Context: an optimization exercise on an open-source flow, tuned for small area. The choices shown serve that exercise and are no tape-out recipe.
Function was checked by simulation only, so behaviour that the tests miss may differ from the original.
No activity file was given, so power comes from the tool's default toggle rates.

**design.v**
```verilog
module branch_target_buffer (
  input  logic        clk,
  input  logic        rst_n,
  input  logic [31:0] PC_IF,
  input  logic        StallID,
  input  logic        FlushID,
  input  logic        BranchValid_EX,
  input  logic        BranchTaken_EX,
  input  logic [31:0] PC_EX,
  input  logic [31:0] BranchTarget_EX,
  output logic        BranchPredictSel,
  output logic [31:0] BranchPredictTarget,
  output logic        PredictHit_ID
);
  localparam int ENTRIES = 16;
  logic [ENTRIES-1:0] valid_q;
  logic [25:0]        tag_q    [ENTRIES];
  logic [31:0]        target_q [ENTRIES];
  logic [1:0]         ctr_q    [ENTRIES];
  logic               sel_q, hit_q;
  logic [31:0]        tgt_q;
  logic [3:0]  if_idx, ex_idx;
  logic [25:0] if_tag, ex_tag;
  assign if_idx = PC_IF[5:2];
  assign if_tag = PC_IF[31:6];
  assign ex_idx = PC_EX[5:2];
  assign ex_tag = PC_EX[31:6];
  logic [ENTRIES-1:0]    if_sel, ex_sel;
  logic [28*ENTRIES-1:0] if_data;
  logic [29*ENTRIES-1:0] ex_data;
  for (genvar i = 0; i < ENTRIES; i++) begin : rd
    assign if_sel[i] = if_idx == i;
    assign ex_sel[i] = ex_idx == i;
    assign if_data[28*i +: 28] = {valid_q[i], ctr_q[i][1], tag_q[i]};
    assign ex_data[29*i +: 29] = {valid_q[i], ctr_q[i], tag_q[i]};
  end
  logic        if_v, if_c1, ex_v;
  logic [25:0] if_t, ex_t;
  logic [1:0]  ex_ctr;
  btb_onehot_mux #(.W(28), .N(ENTRIES)) u_if_rd (.sel(if_sel), .d(if_data), .o({if_v, if_c1, if_t}));
  btb_onehot_mux #(.W(29), .N(ENTRIES)) u_ex_rd (.sel(ex_sel), .d(ex_data), .o({ex_v, ex_ctr, ex_t}));
  logic if_hit, if_taken, ex_hit;
  assign if_hit   = if_v && if_t == if_tag;
  assign if_taken = if_hit && if_c1;
  assign ex_hit   = ex_v && ex_t == ex_tag;
  logic        ld, ld_t, ld_p, hold;
  logic [31:0] pc4, tgt_d;
  logic [ENTRIES+1:0] tgt_sel;
  logic [32*(ENTRIES+2)-1:0] tgt_data;
  assign pc4  = {PC_IF[31:2] + 30'd1, PC_IF[1:0]};
  assign ld   = !FlushID && !StallID;
  assign ld_t = ld && if_taken;
  assign ld_p = ld && !if_taken;
  assign hold = !FlushID && StallID;
  for (genvar i = 0; i < ENTRIES; i++) begin : tsel
    assign tgt_sel[i]           = if_sel[i] & ld_t;
    assign tgt_data[32*i +: 32] = target_q[i];
  end
  assign tgt_sel[ENTRIES]               = ld_p;
  assign tgt_data[32*ENTRIES +: 32]     = pc4;
  assign tgt_sel[ENTRIES+1]             = hold;
  assign tgt_data[32*(ENTRIES+1) +: 32] = tgt_q;
  btb_onehot_mux #(.W(32), .N(ENTRIES+2)) u_tgt (.sel(tgt_sel), .d(tgt_data), .o(tgt_d));
  always_ff @(posedge clk or negedge rst_n) begin
    if (!rst_n) begin
      sel_q <= 1'b0;
      tgt_q <= 32'd0;
      hit_q <= 1'b0;
    end else begin
      sel_q <= ld_t | (hold & sel_q);
      tgt_q <= tgt_d;
      hit_q <= (ld & if_hit) | (hold & hit_q);
    end
  end
  logic       alloc_en, ctr_en;
  logic [1:0] upd_ctr;
  assign alloc_en = BranchValid_EX && BranchTaken_EX;
  assign ctr_en   = BranchValid_EX && (ex_hit || BranchTaken_EX);
  always_comb begin
    upd_ctr = !ex_hit ? 2'b10
            : BranchTaken_EX ? (ex_ctr == 2'b11 ? ex_ctr : ex_ctr + 2'd1)
            : (ex_ctr == 2'b00 ? ex_ctr : ex_ctr - 2'd1);
  end
  always_ff @(posedge clk or negedge rst_n) begin
    if (!rst_n) valid_q <= '0;
    else if (alloc_en) valid_q[ex_idx] <= 1'b1;
  end
  always_ff @(posedge clk) begin
    if (alloc_en) begin
      tag_q[ex_idx]    <= ex_tag;
      target_q[ex_idx] <= BranchTarget_EX;
    end
    if (ctr_en) ctr_q[ex_idx] <= upd_ctr;
  end
  assign BranchPredictSel    = sel_q;
  assign BranchPredictTarget = tgt_q;
  assign PredictHit_ID       = hit_q;
endmodule
module btb_onehot_mux #(
  parameter int W = 1,
  parameter int N = 16
) (
  input  logic [N-1:0]   sel,
  input  logic [W*N-1:0] d,
  output logic [W-1:0]   o
);
  localparam int G = (N + 2) / 3;
  logic [W-1:0] t_n [G];
  logic [W-1:0] acc [G+1];
  assign acc[0] = '0;
  for (genvar g = 0; g < G; g++) begin : grp
    localparam int K = (N - 3*g) < 3 ? (N - 3*g) : 3;
    btb_aoi #(.W(W), .K(K)) u_aoi (.sel(sel[3*g +: K]), .d(d[W*3*g +: W*K]), .o_n(t_n[g]));
    assign acc[g+1] = acc[g] | ~t_n[g];
  end
  assign o = acc[G];
endmodule
module btb_aoi #(
  parameter int W = 1,
  parameter int K = 3
) (
  input  logic [K-1:0]   sel,
  input  logic [W*K-1:0] d,
  output logic [W-1:0]   o_n
);
  logic [W-1:0] acc [K+1];
  assign acc[0] = '1;
  for (genvar i = 0; i < K; i++) begin : term
    assign acc[i+1] = acc[i] & ~({W{sel[i]}} & d[W*i +: W]);
  end
  assign o_n = acc[K];
endmodule
```
**flow/run.sh**
```bash
#!/bin/bash
# The standard layout (the standard.sh, with its standard synthesis), with two tool
# options changed: port buffers use the smallest buffer, and CTS builds larger clusters
# without dummy loads. The make output goes to make.log; ORFS keeps each step's log in orfs/logs.
set -euo pipefail
export BUFFER_PORTS_ARGS="-buffer_cell sky130_fd_sc_hd__buf_1"
export CTS_ARGS="-sink_clustering_enable -repair_clock_nets -dont_use_dummy_load -buf_list sky130_fd_sc_hd__clkbuf_16 -sink_clustering_size 20 -sink_clustering_max_diameter 80"
bash standard.sh finish > make.log 2>&1
```
**standard.sh**
```bash
#!/bin/bash
# synth_recipe.tcl (not shown) runs the flow's synth.tcl, then flattens the netlist and writes it again
# the make line also repeats each setting of config.mk as NAME=value (left out here)
make -C /OpenROAD-flow-scripts/flow DESIGN_CONFIG=/design/flow/config.mk WORK_HOME=/design/flow/orfs CLKGATE_MAP_FILE= SYNTH_SCRIPT=/design/flow/synth_recipe.tcl "${@:-finish}"
```
**config.mk**
```make
export PLATFORM = sky130hd
export DESIGN_NAME = branch_target_buffer
export DESIGN_NICKNAME = branch_target_buffer
export VERILOG_FILES = /design/flow/design.v
export SDC_FILE = /design/flow/constraint.sdc
export NUM_CORES = 4
export LEC_CHECK = 0
export CAP_MARGIN = 20
export CORE_MARGIN = 2
export CORE_UTILIZATION = 40
export SETUP_SLACK_MARGIN = 0.2
export SLEW_MARGIN = 20
export SYNTH_HIERARCHICAL = 1
export SYNTH_MINIMUM_KEEP_SIZE = 0
```
**constraint.sdc**
```tcl
create_clock -name core_clock -period 6.5 [get_ports {clk}]
set_input_delay 1.3000 -clock core_clock [delete_from_list [all_inputs] [get_ports {clk}]]
set_output_delay 1.3000 -clock core_clock [all_outputs]
set_load 0.01 [all_outputs]
```
==> results of run 1 <==
path summary, 6_finish.rpt:
check                      cells past startpoint  slack [ns]                 endpoint                       from
min reg2reg                                    2        0.48      tgt_q[15]$_DFF_PN0_  target_q[2][15]$_DFFE_PP_
min in group asynchronous                      1        0.49  valid_q[14]$_DFFE_PN0P_                      rst_n
min                                            2        0.48      tgt_q[15]$_DFF_PN0_  target_q[2][15]$_DFFE_PP_
max                                           14        1.11       tgt_q[7]$_DFF_PN0_                   PC_IF[4]
max reg2reg                                   11        2.55       tgt_q[7]$_DFF_PN0_     tag_q[12][0]$_DFFE_PP_
max in group asynchronous                      2        4.91      tgt_q[24]$_DFF_PN0_                      rst_n
logic make-up after synthesis:
group,Yosys count,share of synthesized area (%)
compound gates,520,12.7
xor+xnor,80,1.75
flops,1010,75.2
simple gates,425,6.27
buf+inv,197,3.76
fa+ha+maj,11,0.332
where the power goes:
group	total, mW	switching [mW]	internal (mW)
Sequential	7.28	0.0582	7.22
Clock	3.53	1.95	1.57
Combinational	0.682	0.474	0.208
Total	11.5	2.48	9.00
worst min-delay path, delay by kind of cell (launching register included):
kind	cells	cell delay [ns]
DFF	1	0.32
and+or+nand+nor	1	0.07
AOI/OAI and AO/OA	1	0.06
state kept, by name, indices dropped and copies added, names as in the netlist:
| register | count |
|---|---|
| target_q | 512 |
| tag_q | 416 |
| tgt_q | 32 |
| ctr_q | 32 |
| sel_q | 1 |
| hit_q | 1 |
| valid_q | 16 |
placed cells by master, fill, tap and decap left out, drive strengths merged, types with 2 or more instances in the layout:
master / instances
edfxtp: 960
a222oi: 477
buf: 245
nand3: 119
and4: 93
nand2: 91
clkbuf: 59
dfrtp: 50
xor2: 43
xnor2: 37
nor4: 26
nand4: 23
and2: 22
and3: 16
o31ai: 14
a21o: 14
clkinv: 14
inv: 12
nor2: 11
ha: 9
nor3: 6
nor2b: 6
diode: 5
o21ai: 5
nor4b: 4
a21oi: 3
nor3b: 3
maj3: 2
o21bai: 2
or3: 2
a31o: 2
through the flow:
stage                     std cells  util [%]  instance area (µm²)
after floorplan                2243         -                40000
after global placement         3615      42.3                42100
after detailed placement       3615      42.3                42100
after CTS                      3673      43.7                43500
after global routing           3678      43.7                43600
final                          3679      43.7                43600
routing by layer:
metal / GRT usage [%] / up-vias
met5: 0 / -
met2: 36.4 / 2086
met4: 7.99 / 24
met3: 6.26 / 294
li1: - / 10200
met1: 33.6 / 13000
cell type report:
cell class              instances  area, µm²  area share, %
flip-flops and latches       1010      30100           69.1
multi-input cells            1036       8560           19.7
repair buffers                246       1710           3.94
well taps                    1298       1620           3.73
clock buffers                  58       1450           3.33
inverters                      26        119          0.273
diodes                          5       12.5         0.0287
==> flow_summary_export.csv, run 1 <==
group,metric,value,unit
routing,routed_wl,126000,µm
worst_setup_path,path_class,"in -> reg",
worst_setup_path,crit_buf_inv,3,
synth,synth_ff_type,"edfxtp_1",
routing,drtAntennaViolNets,0,
routing,dr_wl_met2,56400,µm
clocking,hold_buffers,0,
clocking,ctsHtreeMaxLevel,2,
final_layout,drive_above_1_share,9.01,%
flow_run,cap_viol_max_count,0,
outcome,status,"timing/DRC/antenna clean",
floorplanning,start_util,40.2,%
timing,slew_headroom,21.3,%
timing,grt_setup_unrepaired,"false",
timing,fmax,185,MHz
clocking,cts_tree,"done",
worst_setup_path,cp_cell_sequence,"buf_1, nor2_1, and2_1, buf_4, a222oi_1, nand3_1, xnor2_1, nand4_1, or4_1, o31a_2, buf_12, a222oi_1, and4_1, nand3_1",
global_routing,overflow,0,
power_and_ir_drop,power_density,264,mW/mm²
worst_setup_path,critPathMaxStageDelay,0.96,ns
final_layout,nNetsFinal,2489,
worst_setup_path,cp-start-kind,"input pin",
worst_setup_path,critPathArrivalTime,5.89,ns
floorplanning,pin_count,136,
routing,drt-met1-wl,47300,µm
timing,min_period,5.39,ns
timing,tns,0,ns
clocking,cts_root_buffer,"clkbuf_16",
routing,drc,0,
routing,num_vias,25700,
placed_design,post-place-ws,0.519,ns
timing,slew_viol_final,0,
clocking,cts.clk_slew.worst_paths,0.08,ns
placed_design,gp_congestion,0.856,
power_and_ir_drop,power_leakage,13.2,nW
power_and_ir_drop,total_power,11.5,mW
synth,async_flop_share,4.95,%
floorplanning,dieArea,0.103,mm²
routing,met3_length,18200,µm
routing,maxUsedRoutingLayer,"met5",
synth,syn-num-nets,2354,
clocking,insertion_delay,0.67,ns
synth,ys_ff_latch,1010,
clocking,clock_sinks,1010,
synth,synth.distinct_cells,40,
timing,clock_skew,0.0911,ns
synth,synth_top_area_share,72.1,%
timing,fin_hold_ws,0.478,ns
worst_setup_path,crit_slowest_cell,"and2_1",
worst_setup_path,crit_family,"simple AND/OR/NAND/NOR gates",
floorplanning,rows,116,
clocking,cts_resized,0,
timing,setup_ws,1.11,ns
synth,synth_area_per_cell,17.8,µm²
placed_design,portBuffers,133,
global_routing,grt_max_degree,44,
final_layout,fillCellCount,8594,
timing,tightest_slew,1.18,ns
synth,yosysSeqAreaShare,75.2,%
clocking,post_cts_buffers,0,
synth,ys_top_cells_by_count,"edfxtp_1, a222oi_1, nand3_1",
synth,synth.cell_area,0.0400,mm²
synth,synthCells,2243,
global_routing,antenna_found_initial,20,
floorplanning,die_x,320,µm
power_and_ir_drop,ir_drop,0.000218,V
synth,yosysTopAreaCell,"edfxtp_1",
final_layout,syn2layout_area_growth,8.88,%
clocking,numCtsBuffers,58,
worst_setup_path,crit_required,7.00,ns
clocking,ctsLongestPathBuffers,3,
routing,wl_per_cell,34.4,µm
timing,timing_hold_violations_final,0,
floorplanning,core_area,0.0996,mm²
synth,synth_edf_count,960,
floorplanning,die_h,320,µm
synth,yosysWarnings,29,
worst_setup_path,end_kind,"register",
hold_path,hp-class,"reg -> reg",
routing,viasPerCell,6.98,
timing,setup_viol,0,
placed_design,dp_hpwl,74200,µm
synth,synth_most_common_cell,"edfxtp_1",
routing,dr.pass1.iters,12,
routing,drt_iter0_drc,6091,
global_routing,grt_pass1_wl,178000,µm
worst_setup_path,cp_max_fo,18,
timing,period_share,83.0,%
global_routing,grt_pass1_vias,24600,
global_routing,grtUsageTotal,24.0,%
synth,synthTopCellsByArea,"edfxtp_1, a222oi_1, dfrtp_1",
==> inputs of run 2 (changes only) <==
--- a/config.mk
+++ b/config.mk
@@ -7,7 +7,7 @@
 export LEC_CHECK = 0
 export CAP_MARGIN = 20
 export CORE_MARGIN = 2
-export CORE_UTILIZATION = 40
+export CORE_UTILIZATION = 65
 export SETUP_SLACK_MARGIN = 0.2
 export SLEW_MARGIN = 20
 export SYNTH_HIERARCHICAL = 1
==> run 2 against run 1 <==
Against the previous run: via count up 0.90%; fmax decreased by 2.3%; total power decreased by 0.43%; critical path type unchanged; critical endpoint is now tgt_q[28]$_DFF_PN0_; largest cell class unchanged.
==> flow_summary_export.csv, run 2 <==
group,metric,value,unit
outcome,status,"timing/DRC/antenna clean",
flow_run,cap_viol_max_count,0,
timing,slew_headroom,18.7,%
routing,dr.pass1.iters,12,
hold_path,min_path_cells,2,
final_layout,fillCellCount,3896,
clocking,insertion_delay,0.66,ns
global_routing,grtUsageMet2,58.4,%
power_and_ir_drop,ir_drop,0.000264,V
global_routing,grtUsageTotal,38.3,%
worst_setup_path,critPathArrivalTime,6.03,ns
worst_setup_path,cp_cell_sequence,"buf_1, nor2b_1, and2_1, buf_4, a222oi_1, nand3_1, xnor2_1, nand4_1, or4_1, o31a_2, a222oi_1, and4_1, nand3_1",
clocking,numCtsBuffers,57,
floorplanning,pin_count,136,
clocking,ctsLongestPathBuffers,3,
global_routing,busiest_layer,"met2",
final_layout,drive_above_1_share,9.17,%
timing,tns,0,ns
global_routing,overflow,0,
power_and_ir_drop,total_power,11.4,mW
synth,yosysWarnings,29,
final_layout,final_cell_mix,"edfxtp_1, a222oi_1, buf_1",
clocking,cts_root_buffer,"clkbuf_16",
final_layout,multi_input_area,0.00857,mm²
hold_path,holdCritStartpoint,"target_q[2][24]$_DFFE_PP_",
timing,min_period,5.52,ns
hold_path,min_to,"tgt_q[24]$_DFF_PN0_",
global_routing,antenna_found_initial,13,
routing,drc,0,
floorplanning,core_area,0.0606,mm²
synth,synth.distinct_cells,40,
clocking,hold_buffers,0,
routing,drtAntennaViolNets,0,
routing,wl_per_cell,38.8,µm
timing,fmax,181,MHz
placed_design,dp_hpwl,71900,µm
final_layout,syn2layout_area_growth,7.06,%
worst_setup_path,reg2reg_from,"tag_q[12][18]$_DFFE_PP_",
synth,synth_most_common_cell,"edfxtp_1",
clocking,cts_resized,0,
timing,timing_hold_violations_final,0,
synth,ys_top_cells_by_count,"edfxtp_1, a222oi_1, nand3_1",
final_layout,final_cells,3168,
worst_setup_path,worstReg2RegEnd,"tgt_q[28]$_DFF_PN0_",
clocking,clock_sinks,1010,
clocking,cts_tree,"done",
timing,setup_ws,0.979,ns
timing,clock_skew,0.0464,ns
worst_setup_path,end_kind,"register",
worst_setup_path,cp_max_fo,32,
timing,slew_viol_final,0,
floorplanning,dieArea,0.0635,mm²
routing,viasPerCell,8.17,
global_routing,use_met3,9.73,%
floorplanning,die_x,252,µm
final_layout,nNetsFinal,2490,
routing,drt_iter0_drc,6152,
synth,synth_edf_count,960,
worst_setup_path,r2r_cells,10,
timing,fin_hold_ws,0.478,ns
synth,synth_ff_type,"edfxtp_1",
clocking,cts.clk_slew.worst_paths,0.08,ns
floorplanning,start_util,66.0,%
worst_setup_path,path_class,"in -> reg",
synth,yosysSeqAreaShare,75.2,%
global_routing,grt_max_degree,51,
placed_design,post-place-ws,0.509,ns
clocking,ctsHtreeMaxLevel,2,
final_layout,final_area,0.0428,mm²
final_layout,seqCellArea,0.0301,mm²
synth,ys_ff_latch,1010,
synth,yosysTopAreaCell,"edfxtp_1",
floorplanning,rows,90,
worst_setup_path,crit_slowest_cell,"o31a_2",
timing,setup_viol,0,
synth,synth_top_area_share,72.1,%
worst_setup_path,critPathMaxStageDelay,0.76,ns
timing,grt_setup_unrepaired,"false",
final_layout,regMostFlops,"target_q",
global_routing,grt.met1_usage,53.2,%
power_and_ir_drop,power_density,267,mW/mm²
final_layout,largest_register_ffs,512,
final_layout,reg_top3,"target_q: 512 flops, tag_q: 416 flops",
synth,synth_area_per_cell,17.8,µm²
worst_setup_path,cp-start-kind,"input pin",
synth,synthTopCellsByArea,"edfxtp_1, a222oi_1, dfrtp_1",
final_layout,fin_util,70.7,%
floorplanning,die_h,252,µm
synth,syn-num-nets,2354,
global_routing,grt_pass1_vias,24900,
timing,period_share,84.9,%
placed_design,placed_cell_area,0.0414,mm²
timing,tightest_slew,1.22,ns
routing,num_vias,25900,
placed_design,portBuffers,133,
worst_setup_path,crit_required,7.01,ns
final_layout,final_common_cell,"edfxtp_1",
global_routing,grt_pass1_wl,172000,µm
worst_setup_path,r2r_slack,2.39,ns
placed_design,dp_cells,3101,
synth,synth.cell_area,0.0400,mm²
synth,synthCells,2243,
routing,routed_wl,123000,µm
power_and_ir_drop,power_leakage,13.2,nW
synth,async_flop_share,4.95,%
placed_design,gp_congestion,0.873,
clocking,post_cts_buffers,0,
hold_path,hp-class,"reg -> reg",
run 2: cell counts after synthesis:
No cell type changed its count.
run 2: worst max-delay path: cells and delay by family:
| kind | cells | cell delay [ns] |
|---|---|---|
| and+or+nand+nor | 7 | 2.05 |
| AOI/OAI and AO/OA | 3 | 1.63 |
| buffers and inverters | 2 | 0.84 |
| xor gates and xnor gates | 1 | 0.19 |
run 2: area by class of cell:
| type | instances | share of cell area, % |
|---|---|---|
| well taps | 782 | 2.28 |
| inverters | 26 | 0.269 |
| diodes | 9 | 0.0526 |
| flip-flops and latches | 1010 | 70.2 |
| repair buffers | 248 | 3.83 |
| multi-input cells | 1036 | 20.0 |
| clock buffers | 57 | 3.33 |
run 2: cell families (layout without fill, tap and decap cells):
family          Yosys count  after routing  share of synthesized area (%)
compound gates          520            520                           12.7
xor+xnor                 80             80                           1.75
fa+ha+maj                11             11                          0.332
buf+inv                 197            331                           3.76
flops                  1010           1010                           75.2
other cells               0              9                              0
simple gates            425            425                           6.27
run 2: worst max-delay path by stage:
stage	to	start	slack, ns	depth (start not counted)
2_1_floorplan	tgt_q[0]$_DFF_PN0_	PC_IF[2]	1.54	18
3_3_place_gp	tgt_q[9]$_DFF_PN0_	PC_IF[5]	0.60	14
3_5_place_dp	tgt_q[4]$_DFF_PN0_	PC_IF[5]	0.51	13
4_1_cts	tgt_q[4]$_DFF_PN0_	PC_IF[5]	1.19	13
5_1_grt	tgt_q[23]$_DFF_PN0_	PC_IF[5]	0.91	13
6_report	tgt_q[28]$_DFF_PN0_	PC_IF[5]	0.98	13
run 2: where the power goes:
group          leakage (nW)  internal (mW)  total, mW  switching (mW)
Combinational          3.15          0.204      0.678           0.473
Sequential             9.30           7.22       7.28          0.0572
Clock                 0.702           1.55       3.48            1.93
run 2: per-layer routing:
metal  up-vias  wire (µm)  share of wire (%)
met5         -         41              0.033
met4         6       5560                4.5
met1     12800      42400                 34
met2      2428      56100                 46
met3       373      18900                 15
li1      10300          -                  -
==> inputs of run 3 (changes only) <==
==> flow/run.sh (replaced) <==
#!/bin/bash
# The standard layout (the standard.sh, with its standard synthesis), with two tool
# options changed: port buffers use the smallest buffer, and CTS builds larger clusters
# without dummy loads. The make output goes to make.log; ORFS keeps each step's log in orfs/logs.
set -euo pipefail
export BUFFER_PORTS_ARGS="-buffer_cell sky130_fd_sc_hd__buf_1"
export CTS_ARGS="-sink_clustering_enable -repair_clock_nets -dont_use_dummy_load -buf_list sky130_fd_sc_hd__clkbuf_16 -sink_clustering_size 25 -sink_clustering_max_diameter 100"
bash standard.sh finish > make.log 2>&1
==> run 3 against run 2 <==
Against the previous run: die area unchanged; worst hold slack hardly changed; largest power group unchanged; sequential share of layout area grew 0.46 points; still clean; critical path depth is the same.
==> flow_summary_export.csv, run 3 <==
group,metric,value,unit
worst_setup_path,r2r_cells,10,
floorplanning,die_h,252,µm
timing,slew_headroom,16.0,%
timing,setup_viol,0,
worst_setup_path,crit_slowest_cell,"o31a_2",
final_layout,reg_top3,"target_q: 512 flops, tag_q: 416 flops",
worst_setup_path,cp-start-kind,"input pin",
clocking,cts_root_buffer,"clkbuf_16",
global_routing,overflow,0,
final_layout,fin_util,70.2,%
clocking,hold_buffers,0,
worst_setup_path,cp_cell_sequence,"buf_1, nor2b_1, and2_1, buf_4, a222oi_1, nand3_1, xnor2_1, nand4_1, or4_1, o31a_2, a222oi_1, and4_1, nand3_1",
global_routing,grtUsageTotal,38.2,%
routing,drt_iter0_drc,6225,
synth,yosysWarnings,29,
clocking,cts_tree,"done",
clocking,cts_resized,0,
synth,synth.distinct_cells,40,
synth,synth_area_per_cell,17.8,µm²
outcome,status,"timing/DRC/antenna clean",
routing,wl_per_cell,38.9,µm
floorplanning,core_area,0.0606,mm²
timing,grt_setup_unrepaired,"false",
timing,fin_hold_ws,0.478,ns
worst_setup_path,critPathArrivalTime,6.08,ns
timing,min_period,5.58,ns
routing,dr.pass1.iters,10,
hold_path,hp-class,"reg -> reg",
power_and_ir_drop,power_density,261,mW/mm²
global_routing,grt_pass1_wl,172000,µm
floorplanning,dieArea,0.0635,mm²
global_routing,grt_pass1_vias,24600,
synth,async_flop_share,4.95,%
worst_setup_path,end_kind,"register",
clocking,post_cts_buffers,0,
synth,synth.cell_area,0.0400,mm²
synth,synth_top_area_share,72.1,%
floorplanning,rows,90,
routing,viasPerCell,8.17,
synth,synth_edf_count,960,
worst_setup_path,worstSetupEndpoint,"tgt_q[0]$_DFF_PN0_",
timing,timing_hold_violations_final,0,
final_layout,fillCellCount,3931,
floorplanning,die_x,252,µm
routing,drc,0,
timing,tns,0,ns
final_layout,syn2layout_area_growth,6.36,%
flow_run,cap_viol_max_count,0,
routing,drtAntennaViolNets,0,
worst_setup_path,cp_max_fo,32,
synth,yosysSeqAreaShare,75.2,%
floorplanning,pin_count,136,
clocking,insertion_delay,0.62,ns
final_layout,drive_above_1_share,8.75,%
timing,slew_viol_final,0,
final_layout,largest_register_ffs,512,
synth,synthTopCellsByArea,"edfxtp_1, a222oi_1, dfrtp_1",
clocking,cts.clk_slew.worst_paths,0.09,ns
worst_setup_path,cp-startpoint,"PC_IF[5]",
placed_design,dp_hpwl,71900,µm
timing,fmax,179,MHz
synth,synthCells,2243,
final_layout,regMostFlops,"target_q",
placed_design,placed_cell_area,0.0414,mm²
power_and_ir_drop,power_leakage,13.0,nW
synth,synth_ff_type,"edfxtp_1",
worst_setup_path,critPathMaxStageDelay,0.77,ns
synth,synth_most_common_cell,"edfxtp_1",
timing,tightest_slew,1.26,ns
clocking,numCtsBuffers,46,
worst_setup_path,worstReg2RegEnd,"tgt_q[0]$_DFF_PN0_",
worst_setup_path,cp.depth,13,
final_layout,nNetsFinal,2479,
worst_setup_path,crit_buf_inv,2,
final_layout,final_common_cell,"edfxtp_1",
worst_setup_path,crit_family,"simple AND/OR/NAND/NOR gates",
synth,ys_ff_latch,1010,
clocking,clock_sinks,1010,
synth,syn-num-nets,2354,
synth,yosysTopAreaCell,"edfxtp_1",
worst_setup_path,r2r_slack,2.35,ns
final_layout,final_area,0.0425,mm²
placed_design,gp_congestion,0.873,
clocking,ctsHtreeMaxLevel,2,
synth,ys_top_cells_by_count,"edfxtp_1, a222oi_1, nand3_1",
power_and_ir_drop,ir_drop,0.000309,V
worst_setup_path,crit_required,6.99,ns
final_layout,final_cell_mix,"edfxtp_1, a222oi_1, buf_1",
floorplanning,start_util,66.0,%
worst_setup_path,path_class,"in -> reg",
worst_setup_path,reg2reg_from,"tag_q[12][18]$_DFFE_PP_",
routing,num_vias,25800,
global_routing,grt_max_degree,51,
timing,period_share,85.9,%
clocking,ctsLongestPathBuffers,3,
global_routing,antenna_found_initial,12,
timing,clock_skew,0.0387,ns
routing,routed_wl,123000,µm
placed_design,portBuffers,133,
[run 3: how the worst min path moves through the flow]
stage / slack, ns / from / endpoint / depth (start not counted)
final: 0.48 / target_q[2][24]$_DFFE_PP_ / tgt_q[24]$_DFF_PN0_ / 2
after global routing: 0.50 / target_q[2][20]$_DFFE_PP_ / tgt_q[20]$_DFF_PN0_ / 2
after CTS: 0.48 / target_q[2][19]$_DFFE_PP_ / tgt_q[19]$_DFF_PN0_ / 2
after detailed placement: 0.46 / target_q[2][24]$_DFFE_PP_ / tgt_q[24]$_DFF_PN0_ / 2
after global placement: 0.45 / target_q[2][28]$_DFFE_PP_ / tgt_q[28]$_DFF_PN0_ / 2
after floorplan: 0.45 / target_q[2][0]$_DFFE_PP_ / tgt_q[0]$_DFF_PN0_ / 2
[run 3: metrics by stage]
stage	worst slack [ns]	instances	power, mW
global placement	0.595	3101	8.05
floorplan	1.54	2243	7.74
finish	0.917	3155	11.1
global route	0.890	3155	11.3
detailed placement	0.509	3101	8.08
CTS	1.17	3147	11.1
[run 3: logic make-up after synthesis]
logic type	count (synthesis)	share of synthesized area [%]
xor gates and xnor gates	80	1.75
adders and majority gates	11	0.332
buffers and inverters	197	3.76
AOI/OAI and AO/OA	520	12.7
DFF	1010	75.2
and+or+nand+nor	425	6.27
[run 3: power breakdown]
part | switching (mW) | leakage [nW] | internal [mW]
Combinational | 0.475 | 3.15 | 0.204
Clock | 1.88 | 0.567 | 1.27
Sequential | 0.0577 | 9.30 | 7.22
Total | 2.41 | 13.0 | 8.70
[run 3: worst min-delay path: stages, from the launching register on]
cell and delay, ns:
edfxtp_1 0.33, a222oi_1 0.06, nand3_1 0.06
[run 3: layout make-up]
| type | count | area (µm²) | share of cell area [%] |
|---|---|---|---|
| clock buffers | 46 | 1150 | 2.71 |
| inverters | 26 | 115 | 0.271 |
| diodes | 7 | 17.5 | 0.0412 |
| multi-input cells | 1036 | 8570 | 20.1 |
| repair buffers | 248 | 1640 | 3.86 |
| well taps | 782 | 978 | 2.30 |
| flip-flops and latches | 1010 | 30100 | 70.7 |
[run 3: metal layers]
metal | vias up | GRT usage, % | wire length, µm
li1 | 10200 | - | -
met5 | - | 0 | 45
met1 | 12900 | 53.5 | 42400
met4 | 6 | 15.1 | 4960
met3 | 319 | 9.54 | 19000
met2 | 2347 | 58.6 | 56400
==> inputs of run 4 (changes only) <==
==> flow/run.sh (replaced) <==
#!/bin/bash
# The standard layout (the standard.sh, with its standard synthesis), with two tool
# options changed: port buffers use the smallest buffer, and CTS builds larger clusters
# without dummy loads. The make output goes to make.log; ORFS keeps each step's log in orfs/logs.
set -euo pipefail
export BUFFER_PORTS_ARGS="-buffer_cell sky130_fd_sc_hd__buf_1"
export CTS_ARGS="-sink_clustering_enable -repair_clock_nets -dont_use_dummy_load -buf_list sky130_fd_sc_hd__clkbuf_8 -sink_clustering_size 15 -sink_clustering_max_diameter 60"
bash standard.sh finish > make.log 2>&1
==> run 4 against run 3 <==
Against the previous run: total power fell by 1.4%; clock skew rose by 0.037 ns; worst hold slack got worse by 0.0080 ns; wire length rose by 0.40%; worst setup slack improved by 0.15 ns; sequential share of layout area rose by 0.11 points; sequential power barely moved; first-iteration DRC count fell by 3.8%; cell area fell by 0.15%; largest cell class unchanged; largest power group unchanged.
==> flow_summary_export.csv, run 4 <==
group,metric,value,unit
power_and_ir_drop,ir_drop,0.000222,V
power_and_ir_drop,intPower,8.50,mW
routing,routed_wl,123000,µm
flow_run,cap_viol_max_count,0,
clocking,cts_resized,0,
synth,synth.cell_area,0.0400,mm²
routing,met3_length,19000,µm
final_layout,largest_register_ffs,512,
routing,num_vias,25800,
power_and_ir_drop,switchingPower,2.44,mW
routing,maxUsedRoutingLayer,"met5",
worst_setup_path,crit_buf_inv,4,
clocking,cts_tree,"done",
worst_setup_path,crit_top_cell,"buf_4",
timing,grt_setup_unrepaired,"false",
power_and_ir_drop,power_frac_seq,66.5,%
worst_setup_path,crit_required,7.11,ns
placed_design,dp_hpwl,71900,µm
clocking,numCtsBuffers,78,
synth,syn-num-nets,2354,
timing,clock_skew,0.0755,ns
final_layout,final_area,0.0425,mm²
synth,synth_top_area_share,72.1,%
floorplanning,pin_count,136,
final_layout,fillCellCount,3957,
synth,yosysWarnings,29,
clocking,post_cts_buffers,0,
synth,synth-xor-area-share,1.75,%
synth,yosysTopAreaCell,"edfxtp_1",
floorplanning,die_x,252,µm
power_and_ir_drop,pwr-share-clk,27.3,%
global_routing,antenna_found_initial,13,
worst_setup_path,r2r_cells,11,
timing,timing_hold_violations_final,0,
floorplanning,dieArea,0.0635,mm²
worst_setup_path,cp.depth,14,
final_layout,fin_util,70.1,%
final_layout,final_cell_mix,"edfxtp_1, a222oi_1, buf_1",
routing,dr_wl_met2,56400,µm
synth,synthCells,2243,
worst_setup_path,cp_max_fo,28,
timing,period_share,83.6,%
synth,synth_most_common_cell,"edfxtp_1",
synth,synth.distinct_cells,40,
synth,synth_edf_count,960,
global_routing,grt_max_degree,51,
worst_setup_path,end_kind,"register",
timing,min_period,5.43,ns
synth,synth-adder-area-share,0.332,%
synth,ys_ff_latch,1010,
power_and_ir_drop,p_sw_share,22.3,%
global_routing,grt_pass1_wl,172000,µm
final_layout,regMostFlops,"target_q",
clocking,cts_root_buffer,"clkbuf_8",
hold_path,hp-class,"reg -> reg",
worst_setup_path,cp-start-kind,"input pin",
placed_design,placed_cell_area,0.0414,mm²
clocking,clock_sinks,1010,
global_routing,grtUsageTotal,38.5,%
final_layout,final_common_cell,"edfxtp_1",
power_and_ir_drop,power_density,258,mW/mm²
routing,drc,0,
routing,drt_iter0_drc,5988,
clocking,ctsHtreeMaxLevel,3,
routing,viasPerCell,8.09,
synth,muxShareOfSynthArea,0,%
power_and_ir_drop,pwr-share-comb,6.2,%
synth,async_flop_share,4.95,%
timing,slew_viol_final,0,
synth,synth_compound_area_share,12.7,%
floorplanning,die_h,252,µm
floorplanning,start_util,66.0,%
synth,synth-simple-area-share,6.27,%
worst_setup_path,path_class,"in -> reg",
synth,synth_ff_type,"edfxtp_1",
timing,tightest_slew,1.16,ns
clocking,cts.clk_slew.worst_paths,0.09,ns
final_layout,nNetsFinal,2511,
floorplanning,core_area,0.0606,mm²
worst_setup_path,crit_slowest_cell,"or4_1",
placed_design,gp_congestion,0.873,
worst_setup_path,crit_family,"simple AND/OR/NAND/NOR gates",
worst_setup_path,cp_cell_sequence,"buf_1, nor2b_1, and2_1, buf_4, a222oi_1, nand3_1, xnor2_1, nand4_1, or4_1, buf_4, nor4b_2, buf_4, a222oi_1, nand3_1",
timing,setup_viol,0,
routing,wl_per_cell,38.7,µm
timing,tns,0,ns
global_routing,grt_pass1_vias,25000,
synth,yosysSeqAreaShare,75.2,%
routing,drtAntennaViolNets,0,
global_routing,overflow,0,
clocking,ctsLongestPathBuffers,3,
final_layout,reg_top3,"target_q: 512 flops, tag_q: 416 flops",
floorplanning,rows,90,
synth,synth_area_per_cell,17.8,µm²
timing,slew_headroom,22.3,%
routing,dr.pass1.iters,14,
synth,synth_top_family_by_area,"compound AO/OA/AOI/OAI gates",
synth,synthTopCellsByArea,"edfxtp_1, a222oi_1, dfrtp_1",
worst_setup_path,critPathArrivalTime,6.05,ns
final_layout,drive_above_1_share,9.97,%
timing,fmax,184,MHz
clocking,insertion_delay,0.72,ns
power_and_ir_drop,power_leakage,13.0,nW
routing,drt-met1-wl,42800,µm
placed_design,portBuffers,133,
final_layout,syn2layout_area_growth,6.20,%
outcome,status,"timing/DRC/antenna clean",
synth,ys_top_cells_by_count,"edfxtp_1, a222oi_1, nand3_1",
hold_path,min_path_cells,2,
clocking,hold_buffers,0,
worst_setup_path,critPathMaxStageDelay,0.64,ns
## run 4: cell count changes in the layout (fill, tap and decap cells not counted)
cell,delta
clkbuf_8,+78
clkbuf_16,-46
diode_2,+2
buf_12,-1
buf_16,+1
clkinv_2,-1
inv_4,+1
## run 4: worst reg2reg max path: stages, from the launching register on
cell and delay (ns):
edfxtp_1 0.40, a222oi_1 0.48, and4_1 0.32, nand3_1 0.19, xnor2_1 0.21, nand4_1 0.18
or4_1 0.64, buf_4 0.27, nor4b_2 0.45, buf_4 0.54, a222oi_1 0.24, nand3_1 0.13
## run 4: area by class of cell
| type | instances | area [µm²] | share of cell area, % |
|---|---|---|---|
| timing repair buffer | 248 | 1650 | 3.88 |
| tap | 782 | 978 | 2.30 |
| sequential | 1010 | 30100 | 70.8 |
| multi-input combinational | 1036 | 8570 | 20.2 |
| clock buffer | 78 | 1070 | 2.53 |
| inverter | 26 | 116 | 0.274 |
| antenna | 9 | 22.5 | 0.0530 |
## run 4: final timing paths
path	start	end	slack (ns)
max	PC_IF[5]	tgt_q[28]$_DFF_PN0_	1.07
min	target_q[2][4]$_DFFE_PP_	tgt_q[4]$_DFF_PN0_	0.47
max reg2reg	tag_q[12][18]$_DFFE_PP_	tgt_q[28]$_DFF_PN0_	2.39
min reg2reg	target_q[2][4]$_DFFE_PP_	tgt_q[4]$_DFF_PN0_	0.47
max in group asynchronous	rst_n	tgt_q[5]$_DFF_PN0_	4.89
min in group asynchronous	rst_n	valid_q[14]$_DFFE_PN0P_	0.89
## run 4: stage by stage
stage | power (mW) | hold WS, ns | std cells | worst slack, ns
floorplan | 7.74 | 0.447 | 2243 | 1.54
finish | 10.9 | 0.470 | 3189 | 1.07
global placement | 8.05 | 0.452 | 3101 | 0.595
global route | 11.2 | 0.501 | 3189 | 0.989
detailed placement | 8.08 | 0.460 | 3101 | 0.509
CTS | 10.9 | 0.480 | 3179 | 1.27
## run 4: cell families after synthesis
family	after synthesis
xor gates and xnor gates	80
and+or+nand+nor	425
AOI/OAI and AO/OA	520
DFF	1010
adders and majority gates	11
buffers and inverters	197
## run 4: power groups by stage
| stage | Combinational [mW] | Clock, mW | Sequential [mW] |
|---|---|---|---|
| after floorplan | 0.329 | 0 | 7.41 |
| after global placement | 0.637 | 0 | 7.42 |
| after detailed placement | 0.653 | 0 | 7.42 |
| after CTS | 0.655 | 2.99 | 7.28 |
| after global routing | 0.709 | 3.19 | 7.29 |
| final | 0.681 | 2.99 | 7.28 |
## run 4: per-layer routing
layer,track usage [%],up-vias
li1,-,10300
met1,53.1,12900
met2,58.4,2291
met3,10.6,341
met4,16.6,6
met5,0,-
==> inputs of run 5 (changes only) <==
--- a/config.mk
+++ b/config.mk
@@ -7,7 +7,7 @@
 export LEC_CHECK = 0
 export CAP_MARGIN = 20
 export CORE_MARGIN = 2
-export CORE_UTILIZATION = 65
+export CORE_UTILIZATION = 80
 export SETUP_SLACK_MARGIN = 0.2
 export SLEW_MARGIN = 20
 export SYNTH_HIERARCHICAL = 1
==> run 5 against run 4 <==
Against the previous run: core utilization is 16 points higher; worst setup slack lost 0.30 ns; die area down 18%; clock skew is 0.031 ns lower; first-iteration DRC count increased by 40%; register-to-register slack lost 0.23 ns; fmax shrank 5.1%; largest cell class unchanged.
==> flow_summary_export.csv, run 5 <==
group,metric,value,unit
synth,synth_top_area_share,72.1,%
clocking,cts_root_buffer,"clkbuf_8",
power_and_ir_drop,power_density,259,mW/mm²
timing,tns,0,ns
final_layout,syn2layout_area_growth,5.57,%
hold_path,hp-class,"reg -> reg",
synth,synth_ff_type,"edfxtp_1",
synth,ys_top_cells_by_count,"edfxtp_1, a222oi_1, nand3_1",
placed_design,post-place-ws,0.550,ns
clocking,ctsHtreeMaxLevel,3,
synth,synth.cell_area,0.0400,mm²
final_layout,drive_above_1_share,9.09,%
final_layout,regMostFlops,"target_q",
flow_run,cap_viol_max_count,0,
synth,synthCells,2243,
final_layout,nNetsFinal,2489,
routing,routed_wl,124000,µm
timing,clock_skew,0.0442,ns
final_layout,fillCellCount,2141,
floorplanning,die_x,228,µm
final_layout,final_cell_mix,"edfxtp_1, a222oi_1, buf_1",
placed_design,portBuffers,133,
final_layout,largest_register_ffs,512,
clocking,post_cts_buffers,0,
floorplanning,dieArea,0.0518,mm²
clocking,hold_buffers,0,
timing,tightest_slew,1.30,ns
power_and_ir_drop,power_leakage,12.9,nW
worst_setup_path,path_class,"in -> reg",
clocking,clock_sinks,1010,
timing,fmax,175,MHz
clocking,insertion_delay,0.73,ns
worst_setup_path,cp_max_fo,32,
clocking,cts.clk_slew.worst_paths,0.09,ns
worst_setup_path,crit_required,7.06,ns
timing,slew_viol_final,0,
synth,synth_edf_count,960,
synth,yosysSeqAreaShare,75.2,%
placed_design,dp_hpwl,68200,µm
routing,drtAntennaViolNets,0,
floorplanning,rows,81,
timing,timing_hold_violations_final,0,
synth,synth_area_per_cell,17.8,µm²
clocking,cts_resized,0,
synth,synth_most_common_cell,"edfxtp_1",
timing,setup_viol,0,
worst_setup_path,critPathArrivalTime,6.29,ns
clocking,numCtsBuffers,77,
routing,dr.pass1.iters,12,
synth,yosysWarnings,29,
global_routing,grt_max_degree,51,
final_layout,final_common_cell,"edfxtp_1",
synth,ys_ff_latch,1010,
floorplanning,core_area,0.0492,mm²
routing,drt_iter0_drc,8381,
timing,setup_ws,0.771,ns
timing,grt_setup_unrepaired,"false",
timing,slew_headroom,13.5,%
global_routing,grt_pass1_vias,26800,
final_layout,fin_util,85.9,%
routing,viasPerCell,8.91,
floorplanning,start_util,81.4,%
final_layout,reg_top3,"target_q: 512 flops, tag_q: 416 flops",
floorplanning,pin_count,136,
global_routing,overflow,0,
power_and_ir_drop,ir_drop,0.000309,V
global_routing,grt_pass1_wl,173000,µm
worst_setup_path,cp-start-kind,"input pin",
clocking,cts_tree,"done",
synth,syn-num-nets,2354,
synth,yosysTopAreaCell,"edfxtp_1",
routing,wl_per_cell,40.5,µm
outcome,status,"timing/DRC/antenna clean",
timing,min_period,5.73,ns
worst_setup_path,end_kind,"register",
synth,synth.distinct_cells,40,
global_routing,antenna_found_initial,10,
routing,drc,0,
global_routing,grtUsageTotal,48.1,%
placed_design,gp_congestion,0.940,
routing,num_vias,27200,
clocking,ctsLongestPathBuffers,3,
synth,async_flop_share,4.95,%
timing,period_share,88.1,%
synth,synthTopCellsByArea,"edfxtp_1, a222oi_1, dfrtp_1",
floorplanning,die_h,228,µm
[run 5: cell counts after synthesis]
Identical to the previous run, type by type.
[run 5: routing by layer]
layer	up-vias	routed length [µm]	GRT usage, %
met4	2	8910	33.4
li1	10200	-	-
met2	3499	55200	69.7
met3	687	23700	19.2
met1	12700	35700	60.3
met5	-	16	0
[run 5: cell families after synthesis]
family          Yosys count  synth area share (%)
compound gates          520                  12.7
xor+xnor                 80                  1.75
fa+ha+maj                11                 0.332
buf+inv                 197                  3.76
flops                  1010                  75.2
simple gates            425                  6.27
[run 5: worst max-delay path: stages]
cell and delay, ns:
buf_1 0.54, nor2b_1 0.19, and2_1 0.24, buf_12 0.20, a222oi_1 0.47, and4_1 0.30
nand3_1 0.24, xnor2_1 0.23, nand4_1 0.11, or4_1 0.62, o31a_2 0.73, a222oi_1 0.67
and4_1 0.31, nand3_1 0.09
[run 5: area by class of cell]
type / count / area, µm² / share of cell area (%)
Clock buffer: 77 / 1060 / 2.51
Sequential cell: 1010 / 30100 / 71.2
Inverter: 26 / 115 / 0.273
Timing Repair Buffer: 227 / 1570 / 3.71
Tap cell: 664 / 831 / 1.97
Multi-Input combinational cell: 1036 / 8560 / 20.3
Antenna cell: 8 / 20.0 / 0.0474
[run 5: path summary, 6_finish.rpt]
path / startpoint / to / slack [ns] / cells past startpoint
setup / recovery: PC_IF[4] / tgt_q[5]$_DFF_PN0_ / 0.77 / 14
hold / removal: target_q[5][1]$_DFFE_PP_ / tgt_q[1]$_DFF_PN0_ / 0.47 / 2
setup reg to reg: tag_q[9][4]$_DFFE_PP_ / tgt_q[5]$_DFF_PN0_ / 2.16 / 10
hold reg to reg: target_q[5][1]$_DFFE_PP_ / tgt_q[1]$_DFF_PN0_ / 0.47 / 2
max in group asynchronous: rst_n / tgt_q[5]$_DFF_PN0_ / 4.90 / 2
min in group asynchronous: rst_n / valid_q[1]$_DFFE_PN0P_ / 0.85 / 2
[run 5: stage by stage]
step	hold WS, ns	power (mW)	instance area, µm²	cells
finish	0.474	10.9	42200	3048
global route	0.485	11.1	42200	3048
CTS	0.470	10.8	42200	3040
detailed placement	0.458	8.06	41200	2963
global placement	0.454	8.03	41200	2963
floorplan	0.447	7.74	40000	2243
[run 5: report_power, final]
part	total, mW	switching [mW]	internal, mW
combinational	0.687	0.486	0.201
clock	2.98	1.91	1.06
sequential	7.28	0.0613	7.22
total	10.9	2.46	8.49
==> inputs of run 6 (changes only) <==
==> flow/run.sh (replaced) <==
#!/bin/bash
# The standard layout (the standard.sh, with its standard synthesis), with two tool
# options changed: port buffers use the smallest buffer, and CTS builds larger clusters
# without dummy loads. The make output goes to make.log; ORFS keeps each step's log in orfs/logs.
set -euo pipefail
export BUFFER_PORTS_ARGS="-buffer_cell sky130_fd_sc_hd__buf_1"
export CTS_ARGS="-sink_clustering_enable -repair_clock_nets -dont_use_dummy_load -buf_list sky130_fd_sc_hd__clkbuf_8 -sink_clustering_size 18 -sink_clustering_max_diameter 50"
bash standard.sh finish > make.log 2>&1
==> run 6 against run 5 <==
Against the previous run: clock power fell by 4%; sequential power about the same; critical endpoint is now tgt_q[15]$_DFF_PN0_; wire length fell by 0.82%; combinational power about the same; clock skew is 0.029 ns higher; fmax grew 3.5%; via count about the same; global-route usage is 0.33 points lower; critical path type unchanged; total power decreased by 1.1%; highest routed layer unchanged; non-clock buffer count is the same; core utilization fell by 0.11 points; cell area is 0.13% lower.
==> flow_summary_export.csv, run 6 <==
group,metric,value,unit
outcome,status,"timing/DRC/antenna clean",
worst_setup_path,cp-start-kind,"input pin",
timing,fmax,181,MHz
clocking,cts_tree,"done",
synth,synth.distinct_cells,40,
final_layout,nNetsFinal,2485,
global_routing,grt_max_degree,51,
routing,routed_wl,122000,µm
floorplanning,start_util,81.4,%
floorplanning,pin_count,136,
routing,wl_per_cell,40.3,µm
global_routing,overflow,0,
power_and_ir_drop,intPower,8.44,mW
timing,clock_skew,0.0732,ns
placed_design,gp_congestion,0.940,
timing,period_share,85.2,%
timing,tns,0,ns
final_layout,drive_above_1_share,9.02,%
floorplanning,dieArea,0.0518,mm²
placed_design,dp_hpwl,68200,µm
flow_run,cap_viol_max_count,0,
clocking,numCtsBuffers,73,
routing,drc,0,
synth,synthCells,2243,
final_layout,largest_register_ffs,512,
final_layout,seqCellArea,0.0301,mm²
final_layout,multi_input_area,0.00856,mm²
clocking,ctsHtreeMaxLevel,3,
final_layout,fillCellCount,2129,
routing,drt_iter0_drc,8101,
synth,ys_ff_latch,1010,
synth,synth.cell_area,0.0400,mm²
synth,synthTopCellsByArea,"edfxtp_1, a222oi_1, dfrtp_1",
synth,synth_area_per_cell,17.8,µm²
timing,tightest_slew,1.21,ns
worst_setup_path,crit_required,7.07,ns
worst_setup_path,critPathArrivalTime,6.10,ns
timing,slew_viol_final,0,
clocking,hold_buffers,0,
timing,grt_setup_unrepaired,"false",
timing,slew_headroom,19.1,%
global_routing,grtUsageTotal,47.7,%
clocking,cts_resized,0,
synth,synth_most_common_cell,"edfxtp_1",
clocking,post_cts_buffers,0,
final_layout,fin_util,85.8,%
routing,drtAntennaViolNets,0,
synth,ys_top_cells_by_count,"edfxtp_1, a222oi_1, nand3_1",
floorplanning,die_h,228,µm
placed_design,portBuffers,133,
synth,syn-num-nets,2354,
timing,min_period,5.54,ns
floorplanning,die_x,228,µm
power_and_ir_drop,power_leakage,12.9,nW
clocking,cts_root_buffer,"clkbuf_8",
power_and_ir_drop,ir_drop,0.000368,V
power_and_ir_drop,switchingPower,2.39,mW
final_layout,syn2layout_area_growth,5.43,%
worst_setup_path,end_kind,"register",
synth,synth_edf_count,960,
power_and_ir_drop,power_frac_seq,67.3,%
routing,dr.pass1.iters,12,
timing,setup_viol,0,
synth,async_flop_share,4.95,%
power_and_ir_drop,pwr-share-comb,6.3,%
final_layout,final_common_cell,"edfxtp_1",
synth,synth_ff_type,"edfxtp_1",
routing,viasPerCell,8.93,
synth,yosysTopAreaCell,"edfxtp_1",
final_layout,regMostFlops,"target_q",
global_routing,grt_pass1_wl,172000,µm
synth,synth_top_area_share,72.1,%
global_routing,antenna_found_initial,10,
clocking,cts.clk_slew.worst_paths,0.10,ns
routing,num_vias,27200,
clocking,ctsLongestPathBuffers,3,
power_and_ir_drop,pwr-share-clk,26.4,%
clocking,insertion_delay,0.72,ns
worst_setup_path,cp_max_fo,32,
global_routing,grt_pass1_vias,27000,
floorplanning,rows,81,
power_and_ir_drop,power_density,257,mW/mm²
final_layout,reg_top3,"target_q: 512 flops, tag_q: 416 flops",
clocking,clock_sinks,1010,
floorplanning,core_area,0.0492,mm²
timing,timing_hold_violations_final,0,
synth,yosysWarnings,29,
hold_path,hp-class,"reg -> reg",
synth,yosysSeqAreaShare,75.2,%
worst_setup_path,path_class,"in -> reg",
final_layout,final_cell_mix,"edfxtp_1, a222oi_1, buf_1",
power_and_ir_drop,p_sw_share,22.1,%
## run 6: cell counts after synthesis
Identical to the previous run, type by type.
## run 6: final cells by class
class                   count  share of cell area (%)
diodes                      7                  0.0415
clock buffers              73                    2.38
inverters                  26                   0.273
flip-flops and latches   1010                    71.3
well taps                 664                    1.97
repair buffers            227                    3.72
multi-input cells        1036                    20.3
## run 6: kinds of logic (layout without fill, tap and decap cells)
family	after synthesis	count (layout)	share of synthesized area [%]
XOR/XNOR	80	80	1.75
adder cells (fa/ha/maj)	11	11	0.332
buffers and inverters	197	326	3.76
AND/OR/NAND/NOR	425	425	6.27
flip-flops	1010	1010	75.2
other	0	7	0
AO/OA/AOI/OAI	520	520	12.7
## run 6: worst paths after layout
| kind | slack, ns | to | startpoint | depth (start not counted) |
|---|---|---|---|---|
| max in group asynchronous | 4.98 | valid_q[1]$_DFFE_PN0P_ | rst_n | 2 |
| setup / recovery | 0.96 | tgt_q[15]$_DFF_PN0_ | PC_IF[4] | 14 |
| hold reg to reg | 0.46 | tgt_q[1]$_DFF_PN0_ | target_q[2][1]$_DFFE_PP_ | 2 |
| min in group asynchronous | 0.85 | valid_q[11]$_DFFE_PN0P_ | rst_n | 2 |
| hold / removal | 0.46 | tgt_q[1]$_DFF_PN0_ | target_q[2][1]$_DFFE_PP_ | 2 |
| setup reg to reg | 2.31 | tgt_q[15]$_DFF_PN0_ | tag_q[6][22]$_DFFE_PP_ | 10 |
## run 6: metrics by stage
step	hold WS [ns]	worst slack (ns)	power, mW	area [µm²]	instances
after CTS	0.459	1.20	10.7	42200	3036
after global placement	0.454	0.620	8.03	41200	2963
after floorplan	0.447	1.54	7.74	40000	2243
after global routing	0.477	0.950	11.0	42200	3043
final	0.461	0.964	10.8	42200	3043
after detailed placement	0.458	0.550	8.06	41200	2963
## run 6: power by group through the flow
stage | combinational (mW) | clock [mW] | sequential (mW)
global route | 0.696 | 3.03 | 7.29
finish | 0.684 | 2.86 | 7.28
floorplan | 0.329 | 0 | 7.41
global placement | 0.615 | 0 | 7.41
detailed placement | 0.638 | 0 | 7.43
CTS | 0.643 | 2.83 | 7.28
## run 6: metal layers
layer	GRT usage, %	wire [µm]
met2	70.2	54700
met4	33.5	9960
met5	0	42
met3	18.1	22200
met1	59.4	35600
## run 6: critical path: stages
cell      delay, ns
buf_1          0.53
nor2b_1        0.18
and2_1         0.24
buf_12         0.20
a222oi_1       0.35
and4_1         0.30
nand3_1        0.19
xnor2_1        0.27
nand4_1        0.19
or4_1          0.64
o31a_2         0.73
a222oi_1       0.55
and4_1         0.28
nand3_1        0.12

separate check: timing with driven ports:
In the flow no input, the clock included, has a driving cell. The finished layouts below were timed again as built, in two steps.
Step 1 assumes that a clkbuf_16 drives the clock port and a buf_2 every other input.
Step 2, shift: input delay + t, output delay - t, t = (earliest + latest rising clock arrival at the registers) / 2. This alone moves slack from input paths to output paths.
a / b / c = ideal ports / drivers / drivers and shift; a / b = the first two.
run | t (ns) | setup WS [ns] | pins driven straight from the clock port
run 1 | 0.694 | 1.105 / 1.141 / 0.448 | 1
run 2 | 0.703 | 0.979 / 0.958 / 0.255 | 1
run 3 | 0.678 | 0.917 / 0.894 / 0.216 | 1
run 4 | 0.747 | 1.066 / 1.039 / 0.292 | 1
run 5 | 0.758 | 0.771 / 0.730 / -0.027 | 1
run 6 | 0.742 | 0.964 / 0.920 / 0.179 | 1
With both steps, setup timing fails in run 5, where it was met with ideal ports. The setup slack of run 5, which loses most, moves by -0.041 ns with the drivers and by -0.798 ns with both steps.
